This is an optimization exercise on Yosys and OpenROAD, whose aim is small area, a short achievable clock period and few clock cycles per item, not a production implementation.
In this exercise RTL edits were held to simulation tests only and were not proved equivalent to the original.
Power figures rest on the tool's default switching activity, not on a simulated workload.

==> v23 <==
==> flow/design.v <==
module cpu16_core #(
  parameter logic [11:0] RESET_PC = 12'h000
) (
  input  logic        CLOCK_50,
  input  logic        reset,
  input  logic [15:0] inst,
  output logic [11:0] pc,
  output logic        retire,
  output logic        halted,
  input  logic [3:0]  dbg_sel,
  output logic [15:0] dbg_data
);
  logic [15:0] regs [1:15];
  logic [15:0] hi;
  logic        running;       
  logic [11:0] dpc;           
  logic        ev, ewen, ebr;
  logic [3:0]  eop, erd;
  logic [15:0] ea, eb;
  wire [3:0] op = inst[15:12];
  wire [3:0] aaddr = (op == 4'hB) ? inst[11:8] : inst[7:4];
  wire [3:0] baddr = halted ? dbg_sel : inst[3:0];
  logic [15:0] rfa, rfb, res;
  always_comb begin
    rfa = '0;
    rfb = '0;
    for (int i = 1; i < 16; i++) begin
      if (aaddr == 4'(i)) rfa = regs[i];
      if (baddr == 4'(i)) rfb = regs[i];
    end
  end
  assign dbg_data = rfb;
  wire e_taken = ebr && ea == 16'd0;
  wire d_ok = running && !e_taken;
  wire [15:0] a_v = (ewen && erd == aaddr) ? res : rfa;
  wire [15:0] b_r = (ewen && erd == inst[3:0]) ? res : rfb;
  logic [15:0] b_v;
  always_comb begin
    case (op)
      4'h6, 4'h7, 4'hB: b_v = {8'd0, inst[7:0]};
      4'h8:             b_v = {12'd0, inst[3:0]};
      4'hD:             b_v = {{8{inst[7]}}, inst[7:0]};
      default:          b_v = b_r;
    endcase
  end
  wire d_wen = (op <= 4'hA || op == 4'hD) && inst[11:8] != 4'd0;
  always_comb begin
    if (reset)                               pc = RESET_PC;
    else if (e_taken)                        pc = {4'h0, eb[7:0]};
    else if (!running || op == 4'hF)         pc = dpc;
    else if (op == 4'hC)                     pc = inst[11:0];
    else if (op == 4'hB && inst[11:8] == 4'd0) pc = {4'h0, inst[7:0]};
    else                                     pc = dpc + 12'd1;
  end
  wire [31:0] prod = ea * eb;
  always_comb begin
    case (eop)
      4'h0, 4'h8: res = ea + eb;
      4'h1:       res = ea - eb;
      4'h2:       res = ea & eb;
      4'h3:       res = ea | eb;
      4'h4:       res = ea ^ eb;
      4'h5:       res = {15'd0, $signed(ea) < $signed(eb)};
      4'h6:       res = ea << eb[3:0];
      4'h7:       res = ea >> eb[3:0];
      4'h9:       res = prod[15:0];
      4'hA:       res = hi;
      default:    res = eb;
    endcase
  end
  assign retire = ev;
  always_ff @(posedge CLOCK_50) begin
    if (reset) begin
      running <= 1'b1;
      dpc     <= RESET_PC;
      ev      <= 1'b0;
      ewen    <= 1'b0;
      ebr     <= 1'b0;
      halted  <= 1'b0;
      hi      <= '0;
    end else begin
      dpc  <= pc;
      ev   <= d_ok;
      ewen <= d_ok && d_wen;
      ebr  <= d_ok && op == 4'hB && inst[11:8] != 4'd0;
      if (d_ok && op == 4'hF) running <= 1'b0;
      if (ev && eop == 4'h9) hi <= prod[31:16];
      if (ev && eop == 4'hF) halted <= 1'b1;
    end
  end
  always_ff @(posedge CLOCK_50) begin
    eop <= op;
    erd <= inst[11:8];
    ea  <= a_v;
    eb  <= b_v;
  end
  always_ff @(posedge CLOCK_50) begin
    for (int i = 1; i < 16; i++) begin
      if (reset) regs[i] <= '0;
      else if (ewen && erd == 4'(i)) regs[i] <= res;
    end
  end
endmodule
==> flow/run.sh <==
#!/bin/bash
# synth_recipe.tcl (not shown) runs the flow's synth.tcl, then flattens the netlist and writes it again
# the make line also repeats each setting of config.mk as NAME=value (left out here)
make -C /OpenROAD-flow-scripts/flow DESIGN_CONFIG=/design/flow/config.mk WORK_HOME=/design/flow/orfs CLKGATE_MAP_FILE= SYNTH_SCRIPT=/design/flow/synth_recipe.tcl finish
==> flow/config.mk <==
export PLATFORM = sky130hd
export DESIGN_NAME = cpu16_core
export DESIGN_NICKNAME = cpu16_core
export VERILOG_FILES = /design/flow/design.v
export SDC_FILE = /design/flow/constraint.sdc
export NUM_CORES = 4
export LEC_CHECK = 0
export CAP_MARGIN = 20
export CORE_MARGIN = 2
export CORE_UTILIZATION = 40
export SLEW_MARGIN = 20
==> flow/constraint.sdc <==
create_clock -name core_clock -period 10.0 [get_ports {CLOCK_50}]
set_input_delay 2.0000 -clock core_clock [delete_from_list [all_inputs] [get_ports {CLOCK_50}]]
set_output_delay 2.0000 -clock core_clock [all_outputs]
set_load 0.01 [all_outputs]
==> v38 (differences from v23) <==
==> flow/design.v (replaced) <==
module cpu16_core #(
  parameter logic [11:0] RESET_PC = 12'h000
) (
  input  logic        CLOCK_50,
  input  logic        reset,
  input  logic [15:0] inst,
  output logic [11:0] pc,
  output logic        retire,
  output logic        halted,
  input  logic [3:0]  dbg_sel,
  output logic [15:0] dbg_data
);
  logic [15:0] regs [1:15];
  logic [15:1] vld;            
  logic [15:0] hi;
  logic [7:0]  plo;
  logic        running;       
  logic        mul2;          
  logic [11:0] dpc;           
  logic        ev, ewen, ebr, emul1, emul2, ehalt, eadd;
  logic [3:0]  eop, erd;
  logic [15:0] ea, eb;
  wire [3:0] op = inst[15:12];
  wire [3:0] aaddr = (op == 4'hB) ? inst[11:8] : inst[7:4];
  wire [3:0] baddr = halted ? dbg_sel : inst[3:0];
  logic [15:0] rfa, rfb, res, sum;
  logic        sub, lt;
  always_comb begin
    rfa = '0;
    rfb = '0;
    for (int i = 1; i < 16; i++) begin
      if (aaddr == 4'(i) && vld[i]) rfa = regs[i];
      if (baddr == 4'(i) && vld[i]) rfb = regs[i];
    end
  end
  assign dbg_data = rfb;
  wire e_taken = ebr && ea == 16'd0;
  wire [3:0] rc = inst[11:8];
  wire d_bz = op == 4'hB && rc != 4'd0;
  wire d_bz_fold = eadd && erd == rc;
  wire add_zero = ((ea ^ eb) ^ {ea[14:0] | eb[14:0], 1'b0}) == 16'd0;
  wire d_bz_taken = d_bz && d_bz_fold && add_zero;
  wire d_ok = running && !e_taken;
  wire d_mul1 = op == 4'h9 && !mul2;
  wire [15:0] a_v = (ewen && erd == aaddr) ? res : rfa;
  wire [15:0] b_r = (ewen && erd == inst[3:0]) ? res : rfb;
  logic [15:0] b_v;
  always_comb begin
    case (op)
      4'h6, 4'h7, 4'hB: b_v = {8'd0, inst[7:0]};
      4'h9:             b_v = mul2 ? {b_r[7:0], b_r[15:8]} : b_r;
      4'h8:             b_v = {12'd0, inst[3:0]};
      4'hD:             b_v = {{8{inst[7]}}, inst[7:0]};
      default:          b_v = b_r;
    endcase
  end
  wire d_wen = (op <= 4'hA || op == 4'hD) && inst[11:8] != 4'd0 && !d_mul1;
  always_comb begin
    if (reset)                                 pc = RESET_PC;
    else if (e_taken)                          pc = {4'h0, eb[7:0]};
    else if (!running || op == 4'hF || d_mul1) pc = dpc;
    else if (op == 4'hC)                       pc = inst[11:0];
    else if (op == 4'hB && (rc == 4'd0 || d_bz_taken)) pc = {4'h0, inst[7:0]};
    else                                       pc = dpc + 12'd1;
  end
  wire [7:0]  mb = eb[7:0];    
  wire [15:0] macc = emul2 ? hi : 16'd0;
  wire [23:0] prod = ea * mb + {8'd0, macc};
  assign sub = eop == 4'h1 || eop == 4'h5;
  assign sum = ea + (sub ? ~eb : eb) + {15'd0, sub};
  assign lt = (ea[15] ^ eb[15]) ? ea[15] : sum[15];
  wire        shr = eop == 4'h7;
  logic [15:0] sh_in, sh, sh_rev;
  always_comb begin
    for (int i = 0; i < 16; i++) sh_in[i] = shr ? ea[15 - i] : ea[i];
    sh = sh_in << eb[3:0];
    for (int i = 0; i < 16; i++) sh_rev[i] = sh[15 - i];
  end
  always_comb begin
    case (eop)
      4'h0, 4'h1, 4'h8: res = sum;
      4'h2:       res = ea & eb;
      4'h3:       res = ea | eb;
      4'h4:       res = ea ^ eb;
      4'h5:       res = {15'd0, lt};
      4'h6:       res = sh;
      4'h7:       res = sh_rev;
      4'h9:       res = {prod[7:0], plo};
      4'hA:       res = hi;
      default:    res = eb;
    endcase
  end
  assign retire = ev;
  always_ff @(posedge CLOCK_50) begin
    if (reset) begin
      running <= 1'b1;
      mul2    <= 1'b0;
      dpc     <= RESET_PC;
      ev      <= 1'b0;
      ewen    <= 1'b0;
      ebr     <= 1'b0;
      eadd    <= 1'b0;
      emul1   <= 1'b0;
      emul2   <= 1'b0;
      ehalt   <= 1'b0;
      halted  <= 1'b0;
      hi      <= '0;
    end else begin
      dpc   <= pc;
      ev    <= d_ok && !d_mul1;
      ewen  <= d_ok && d_wen;
      ebr   <= d_ok && d_bz && !d_bz_fold;
      eadd  <= d_ok && d_wen && (op == 4'h0 || op == 4'h8);
      emul1 <= d_ok && d_mul1;
      emul2 <= d_ok && op == 4'h9 && mul2;
      ehalt <= d_ok && op == 4'hF;
      if (d_ok) mul2 <= d_mul1;
      if (d_ok && op == 4'hF) running <= 1'b0;
      if (emul1 || emul2) hi <= prod[23:8];
      if (ehalt) halted <= 1'b1;
    end
  end
  always_ff @(posedge CLOCK_50) begin
    eop <= op;
    erd <= inst[11:8];
    ea  <= a_v;
    eb  <= b_v;
    if (emul1) plo <= prod[7:0];
  end
  always_ff @(posedge CLOCK_50) begin
    for (int i = 1; i < 16; i++) begin
      if (ewen && erd == 4'(i)) regs[i] <= res;
      if (reset) vld[i] <= 1'b0;
      else if (ewen && erd == 4'(i)) vld[i] <= 1'b1;
    end
  end
endmodule
==> flow/flow/run.sh (new file) <==
#!/bin/bash
# The standard layout (standard.sh, unchanged steps and settings), except that the port
# buffers are buf_2 cells instead of the delay buffers buffer_ports picks by default.
set -euo pipefail
export BUFFER_PORTS_ARGS="-buffer_cell sky130_fd_sc_hd__buf_2"
bash standard.sh > standard.log 2>&1
==> flow/standard.sh (new file) <==
#!/bin/bash
# synth_recipe.tcl (not shown) runs the flow's synth.tcl, then flattens the netlist and writes it again
# the make line also repeats each setting of config.mk as NAME=value (left out here)
make -C /OpenROAD-flow-scripts/flow DESIGN_CONFIG=/design/flow/config.mk WORK_HOME=/design/flow/orfs CLKGATE_MAP_FILE= SYNTH_SCRIPT=/design/flow/synth_recipe.tcl "${@:-finish}"
--- a/flow/config.mk
+++ b/flow/config.mk
@@ -8,4 +8,9 @@
 export CAP_MARGIN = 20
 export CORE_MARGIN = 2
 export CORE_UTILIZATION = 40
+export CTS_CLUSTER_DIAMETER = 80
+export CTS_CLUSTER_SIZE = 25
+export GPL_ROUTABILITY_DRIVEN = 0
+export SETUP_SLACK_MARGIN = 3.9
 export SLEW_MARGIN = 20
+export TNS_END_PERCENT = 0
removed: flow/run.sh
==> comparison table <==
| item | v38 | v23 |
|---|---|---|
| Nets | 2570 | 3826 |
| Horiz. Die Dim | 243 um | 264 um |
| Hold WS | 441 ps | 463 ps |
| Power of the combinational group | 0.000367 W | 0.00148 W |
| Run status | timing/DRC/antenna clean | timing/DRC/antenna clean |
| Met3 Usage GRT | 4.60% | 4.48% |
| Antenna Diode Count | 0 | 2 |
| Fraction of standard cell area that is sequential | 36.1% | 21.3% |
| Count of cells along the worst register-to-register path | 19 | 20 |
| Critical path fanouts, max | 8 | 15 |
| Routed wire length on met3 | 9150 um | 9430 um |
| Multi-input combinational cell area | 12700 um^2 | 18700 um^2 |
| Synth Area in XOR/XNOR | 2.80% | 1.13% |
| Total net switching power | 0.000858 W | 0.00165 W |
| Antenna violations before repair | 0 | 2 |
| GRT Util Overall | 27.7% | 33.8% |
Testbench counts of v23, summed over its fixed seeds: cycles 11,937, instrs 10,943.
Testbench counts of v38, summed over its fixed seeds: cycles 12,139, instrs 10,943.

port drivers added, routing unchanged:
The results above use ideal ports. As a check the final layouts listed here were re-extracted and re-timed, cells and wires unchanged. Step 1: set_driving_cell puts a clkbuf_16 on CLOCK_50 and a buf_2 on each other input, an assumption about the parent block. Step 2 moves the port delays by t, midway between the first and last clock arrival at a register: inputs arrive t later, outputs are due t later. That takes back most of the time a late clock gives input paths. Three values: ideal ports, drivers, drivers and shift; two values: the first two.
run | shift t [ns] | setup WS [ns] | cell pins on the clock port's net
v23 | 0.621 | 1.906 / 1.883 / 1.883 | 1
v38 | 0.649 | 3.772 / 3.732 / 3.732 | 1
After both steps setup and hold are still met in every run listed. For v38, which loses most, drivers alone change the setup slack by -0.040 ns; drivers and shift together by -0.040 ns.
